From an optimization exercise on the open Yosys and OpenROAD flow, aimed at small area and a short achievable clock period; shortcuts taken in it are not production practice.
RTL that was checked went through simulation tests only; none was proved equivalent to the original.
Power figures rest on the tool's default switching activity, not on a simulated workload.

// sram_bank
module sram_bank #(
    parameter int ADDR_WIDTH = 5,
    parameter int DATA_WIDTH = 64
) (
    input  logic                    clk,
    input  logic                    rst_n,
    input  logic                    req_valid,
    output logic                    req_ready,
    input  logic                    req_we,
    input  logic [ADDR_WIDTH-1:0]   req_addr,
    input  logic [DATA_WIDTH-1:0]   req_wdata,
    input  logic [DATA_WIDTH/8-1:0] req_be,
    output logic                    rsp_valid,
    input  logic                    rsp_ready,
    output logic [DATA_WIDTH-1:0]   rsp_rdata,
    output logic                    init_busy
);
export LEC_CHECK = 0
export CAP_MARGIN = 5
export CORE_MARGIN = 2
export CORE_UTILIZATION = 60
export SETUP_SLACK_MARGIN = 2.6
export SLEW_MARGIN = 5
export SYNTH_HIERARCHICAL = 1
export SYNTH_MINIMUM_KEEP_SIZE = 0
create_clock -name core_clock -period 5.0 [get_ports {clk}]
standard.sh (not shown) runs the stock make flow with config.mk's settings and CLKGATE_MAP_FILE= SYNTH_SCRIPT=/design/flow/synth_recipe.tcl, a recipe that flattens the netlist after the stock synthesis.
==> flow/flow/run.sh <==
#!/bin/bash
# Standard ORFS layout (the standard.sh) with three changes:
#  - port buffers are sky130_fd_sc_hd__buf_2 cells,
#  - the resizer may swap a cell for one of another footprint,
#  - CTS clusters up to 25 sinks within 80 um and inserts no dummy loads.
# make's full output goes to flow_make.log here; ORFS's per-step logs stay
# under orfs/logs/.
set -euo pipefail
bash standard.sh \
  MATCH_CELL_FOOTPRINT=0 \
  "BUFFER_PORTS_ARGS=-buffer_cell sky130_fd_sc_hd__buf_2" \
  "CTS_ARGS=-sink_clustering_enable -repair_clock_nets -dont_use_dummy_load -sink_clustering_size 25 -sink_clustering_max_diameter 80" \
  finish > flow_make.log 2>&1
Rerun with:
--- a/flow/config.mk
+++ b/flow/config.mk
@@ -7,3 +7,3 @@
 export LEC_CHECK = 0
-export CAP_MARGIN = 5
+export CAP_MARGIN = 20
 export CORE_MARGIN = 2
@@ -11,3 +11,3 @@
 export SETUP_SLACK_MARGIN = 2.6
-export SLEW_MARGIN = 5
+export SLEW_MARGIN = 20
 export SYNTH_HIERARCHICAL = 1
- The new run ran to the end with no violations
- worst setup slack gets better by 0.12 ns
- clock power went down slightly
- wire length went down by a few percent
- die area stays the same
- first-iteration DRC count went down by a few percent
- total power went down slightly
- global-route usage went down by 1.1 points
- core utilization went down by 0.81 points
- critical path depth stays the same
No functional check of the RTL was part of any run of this note.


== fjord ==
sram_bank, a different RTL version from the one above (not shown whole).
For scale: roughly 3700 cells after synthesis, about 75000 um2 of cells after synthesis.
## sram_bank
module sram_bank #(
    parameter int ADDR_WIDTH = 5,
    parameter int DATA_WIDTH = 64
) (
    input  logic                    clk,
    input  logic                    rst_n,
    input  logic                    req_valid,
    output logic                    req_ready,
    input  logic                    req_we,
    input  logic [ADDR_WIDTH-1:0]   req_addr,
    input  logic [DATA_WIDTH-1:0]   req_wdata,
    input  logic [DATA_WIDTH/8-1:0] req_be,
    output logic                    rsp_valid,
    input  logic                    rsp_ready,
    output logic [DATA_WIDTH-1:0]   rsp_rdata,
    output logic                    init_busy
);
clock: 5.0 ns
lec_check: 0
cap_margin: 20
core_margin: 2
core_utilization: 60
gpl_timing_driven: 0
setup_slack_margin: 2.6
slew_margin: 20
synth_hierarchical: 1
synth_minimum_keep_size: 0
Scripts as last shown in full above: flow/flow/run.sh
fjord finished every step from synthesis to the final layout, and the layout passed the timing, DRC and antenna checks.
Here is what was changed in the inputs of quartz compared with fjord.
Settings: GPL_TIMING_DRIVEN no longer set, was 0; SLEW_MARGIN now 5, was 20; CAP_MARGIN now 5, was 20.
## What came out
quartz completed; timing, DRC and antenna clean. On hold slack, quartz and fjord are basically level. Maximum achievable frequency ended up 0.033 GHz higher on quartz than on fjord. Per the comparison of quartz with fjord, length of routed met3 wiring went down, total wire length after detailed routing dropped about 3.3%, overall power of the completed layout now smaller. More vias were needed by fjord than by quartz. On count of nets after finishing, the lower figure sits with quartz, not fjord. fjord -> quartz: maximum VDD drop decreased by more than 10%. Comparing fjord with quartz, the clock network contribution to total cell area came out essentially unchanged. On sequential standard cell area, quartz and fjord are basically level. Instance count after placement with tap cells included: quartz and fjord compared, lower one is quartz.
Here is what was changed in the inputs of raven compared with quartz.
Settings: SLEW_MARGIN: 5 -> 20; CORE_UTILIZATION: 60 -> 50; CAP_MARGIN: 5 -> 20.
[summary]
Re total negative setup slack: no difference whatsoever between raven and quartz.
Going from quartz to raven, number of clock buffers in the layout rose 4.2%; via count fell about 0.45%; inverter count of the layout excluding clock inverters fell 3; routability congestion estimate fell about 5%.


The RTL this note starts from:
==> flow/design.v <==
module sram_aoi222 (
    input  logic a1, a2, b1, b2, c1, c2,
    output logic y
);
    assign y = !((a1 && a2) || (b1 && b2) || (c1 && c2));
endmodule
module sram_aoi22 (
    input  logic a1, a2, b1, b2,
    output logic y
);
    assign y = !((a1 && a2) || (b1 && b2));
endmodule
module sram_andn #(
    parameter int N = 11
) (
    input  logic [N-1:0] t,
    output logic         y_n
);
    assign y_n = &t;
endmodule
module sram_lane (
    input  logic word_n,
    input  logic byte_n,
    output logic en
);
    assign en = !(word_n || byte_n);
endmodule
module sram_rdbit #(
    parameter int N = 32
) (
    input  logic [N-1:0] sel,
    input  logic [N-1:0] d,
    input  logic         ld_n,
    input  logic         hold_n,
    output logic         y_n
);
    localparam int NG = (N + 1) / 3;
    logic [N:0]    s_all;
    logic [N:0]    d_all;
    logic [NG-1:0] t;
    assign s_all = {ld_n, sel};
    assign d_all = {!hold_n, d};
    if (3*NG != N + 1) begin : g_bad
        $error("sram_rdbit: N + 1 must be a multiple of 3");
    end
    for (genvar g = 0; g < NG; g++) begin : g_aoi
        sram_aoi222 u_aoi (
            .a1(s_all[3*g]),   .a2(d_all[3*g]),
            .b1(s_all[3*g+1]), .b2(d_all[3*g+1]),
            .c1(s_all[3*g+2]), .c2(d_all[3*g+2]),
            .y(t[g])
        );
    end
    sram_andn #(.N(NG)) u_or (.t(t), .y_n(y_n));
endmodule
module sram_bank #(
    parameter int ADDR_WIDTH = 5,
    parameter int DATA_WIDTH = 64
) (
    input  logic                    clk,
    input  logic                    rst_n,
    input  logic                    req_valid,
    output logic                    req_ready,
    input  logic                    req_we,
    input  logic [ADDR_WIDTH-1:0]   req_addr,
    input  logic [DATA_WIDTH-1:0]   req_wdata,
    input  logic [DATA_WIDTH/8-1:0] req_be,
    output logic                    rsp_valid,
    input  logic                    rsp_ready,
    output logic [DATA_WIDTH-1:0]   rsp_rdata,
    output logic                    init_busy
);
    localparam int DEPTH = 2 ** ADDR_WIDTH;
    localparam int NB    = DATA_WIDTH / 8;
    localparam int LO    = ADDR_WIDTH / 2;          
    localparam int HI    = ADDR_WIDTH - LO;
    logic [DATA_WIDTH-1:0] mem_q [DEPTH];
    logic                  done_q;
    logic                  done_o_q;
    logic                  done_r_q;
    logic [ADDR_WIDTH-1:0] init_cnt;
    logic                  last_cnt;
    assign last_cnt = &init_cnt;
    always_ff @(posedge clk or negedge rst_n) begin
        if (!rst_n) begin
            done_q   <= 1'b0;
            done_o_q <= 1'b0;
            done_r_q <= 1'b0;
            init_cnt <= '0;
        end else begin
            done_q   <= done_q   || last_cnt;
            done_o_q <= done_o_q || last_cnt;
            done_r_q <= done_r_q || last_cnt;
            if (!done_q) init_cnt <= init_cnt + 1'b1;
        end
    end
    logic rv_q;
    logic rv_r_q;
    assign init_busy = rst_n && !done_o_q;
    assign req_ready = done_r_q && (!rv_r_q || rsp_ready);
    logic rsp_ld;        
    logic acc;           
    assign rsp_ld = !rv_q || rsp_ready;
    assign acc    = req_valid && rsp_ld;
    logic [ADDR_WIDTH-1:0] w_addr;
    logic [NB-1:0]         w_byte_n;
    logic [DATA_WIDTH-1:0] w_data;
    logic [2**LO-1:0]      w_lo;
    logic [2**HI-1:0]      w_hi;
    logic [DEPTH-1:0]      w_word_n;
    assign w_addr   = done_q ? req_addr : init_cnt;
    assign w_byte_n = done_q ? ~(req_be & {NB{acc && req_we}}) : '0;
    assign w_data   = done_q ? req_wdata : '0;
    always_comb begin
        for (int j = 0; j < 2**LO; j++) w_lo[j] = (w_addr[LO-1:0] == LO'(j));
        for (int k = 0; k < 2**HI; k++) w_hi[k] = (w_addr[ADDR_WIDTH-1:LO] == HI'(k));
        for (int w = 0; w < DEPTH; w++) w_word_n[w] = !(w_lo[w % 2**LO] && w_hi[w / 2**LO]);
    end
    for (genvar w = 0; w < DEPTH; w++) begin : g_word
        for (genvar b = 0; b < NB; b++) begin : g_byte
            logic lane_en;
            sram_lane u_lane (.word_n(w_word_n[w]), .byte_n(w_byte_n[b]), .en(lane_en));
            always_ff @(posedge clk) begin
                if (lane_en) begin
                    mem_q[w][8*b +: 8] <= w_data[8*b +: 8];
                end
            end
        end
    end
    logic                  rd_accept;
    logic [2**LO-1:0]      r_lo;
    logic [2**HI-1:0]      r_hi;
    logic [DEPTH-1:0]      rsel;
    logic                  rsp_ld_n;
    logic [DATA_WIDTH-1:0] rword_n;
    logic [DATA_WIDTH-1:0] rdata_n_q;
    assign rd_accept = done_q && acc && !req_we;
    always_comb begin
        for (int j = 0; j < 2**LO; j++) r_lo[j] = (req_addr[LO-1:0] == LO'(j));
        for (int k = 0; k < 2**HI; k++) r_hi[k] = rsp_ld && (req_addr[ADDR_WIDTH-1:LO] == HI'(k));
        for (int w = 0; w < DEPTH; w++) rsel[w] = r_lo[w % 2**LO] && r_hi[w / 2**LO];
    end
    assign rsp_ld_n = !rsp_ld;
    for (genvar i = 0; i < DATA_WIDTH; i++) begin : g_rd
        logic [DEPTH-1:0] col;
        for (genvar w = 0; w < DEPTH; w++) begin : g_col
            assign col[w] = mem_q[w][i];
        end
        sram_rdbit #(.N(DEPTH)) u_rd (
            .sel(rsel), .d(col), .ld_n(rsp_ld_n), .hold_n(rdata_n_q[i]), .y_n(rword_n[i])
        );
    end
    always_ff @(posedge clk or negedge rst_n) begin
        if (!rst_n) begin
            rsp_valid <= 1'b0;
            rv_q      <= 1'b0;
            rv_r_q    <= 1'b0;
        end else begin
            if (!rsp_valid || rsp_ready) rsp_valid <= rd_accept;
            if (!rv_q      || rsp_ready) rv_q      <= rd_accept;
            if (!rv_r_q    || rsp_ready) rv_r_q    <= rd_accept;
        end
    end
    always_ff @(posedge clk) begin
        rdata_n_q <= rword_n;
    end
    assign rsp_rdata = ~rdata_n_q;
endmodule
clock: 5.0 ns
lec_check: 0
cap_margin: 20
core_margin: 2
core_utilization: 60
setup_slack_margin: 2.5
slew_margin: 20
synth_hierarchical: 1
synth_minimum_keep_size: 0
Scripts as last shown in full above: flow/flow/run.sh
==> next run, changes <==
SETUP_SLACK_MARGIN = 2.6   (was 2.5)
- The new run ran to the end with no violations
- register-to-register slack is better by 180 ps
- core utilization climbs by 1.0 points
- routed wire length climbs by 3.1%
- setup slack is better by 220 ps
- area after synthesis is unchanged
- hold slack is better by 110 ps
==> next run, changes <==
==> flow/flow/run.sh (replaced) <==
#!/bin/bash
# Standard ORFS layout (the standard.sh) with these changes:
#  - port buffers are sky130_fd_sc_hd__buf_2 cells,
#  - the resizer may swap a cell for one of another footprint,
#  - CTS clusters up to 25 sinks within 80 um and inserts no dummy loads,
#  - no timing repair at floorplan (it has no wire parasitics yet); the
#    buffers synthesis inserted are removed there instead.
# make's full output goes to flow_make.log here; ORFS's per-step logs stay
# under orfs/logs/.
set -euo pipefail
bash standard.sh \
  MATCH_CELL_FOOTPRINT=0 \
  REMOVE_ABC_BUFFERS=1 \
  "BUFFER_PORTS_ARGS=-buffer_cell sky130_fd_sc_hd__buf_2" \
  "CTS_ARGS=-sink_clustering_enable -repair_clock_nets -dont_use_dummy_load -sink_clustering_size 25 -sink_clustering_max_diameter 80" \
  finish > flow_make.log 2>&1
What happened: The new run passed the timing, DRC and antenna checks. Area after synthesis stays the same. Cell area went up by 1.3%. Wire length rose by 3.3%. Non-clock buffer count grows by 57. Setup slack loses 77 ps. Global-route usage shrinks by 0.16 points. Core utilization rose by 0.90 points. Clock power came out lower by about 0.9%. Register-to-register slack loses 50 ps. Hold slack loses 130 ps. Clock skew falls by 6.3 ps.

-- afterwards: timing with drivers on the ports --
How much do the figures lean on ideal ports? The routed layouts below were timed once more, with nothing changed but the port constraints. Step 1 assumes that a clkbuf_16 drives the clock port and a buf_2 every other input. Step 2 adds t to the input delays and takes it off the output delays; t is the mean of the earliest and latest rising clock arrival at the registers after step 1. Input paths then give back, and output paths get back, about the clock's delay inside the block. Slacks: ideal ports / drivers / drivers and shift; pairs: ideal ports / drivers.
run	t (ns)	setup WS [ns]	hold slack, ns	worst setup path after step 2	worst slew at a driven data input, ns
the first run of note 1	0.778	2.296 / 2.227 / 1.448	0.299 / 0.281 / 0.496	input to register	0.20
the second run of note 1	0.767	2.420 / 2.337 / 1.570	0.305 / 0.300 / 0.493	input to register	0.19
fjord	0.772	2.278 / 2.266 / 1.494	0.197 / 0.200 / 0.488	input to register	0.18
quartz	0.784	2.503 / 2.412 / 1.628	0.195 / 0.183 / 0.489	input to register	0.17
raven	0.791	2.435 / 2.232 / 1.622	0.040 / 0.169 / 0.494	input to register	0.20
the first run of note 3	0.786	2.311 / 2.274 / 1.488	0.096 / 0.059 / 0.488	input to register	0.18
the second run of note 3	0.788	2.528 / 2.461 / 1.673	0.208 / 0.194 / 0.489	input to register	0.19
the third run of note 3	0.780	2.451 / 2.372 / 1.591	0.076 / 0.056 / 0.491	input to register	0.19
After both steps every run listed still meets setup and hold. The setup slack of quartz, which loses most, moves by -0.091 ns with the drivers and by -0.875 ns with both steps.
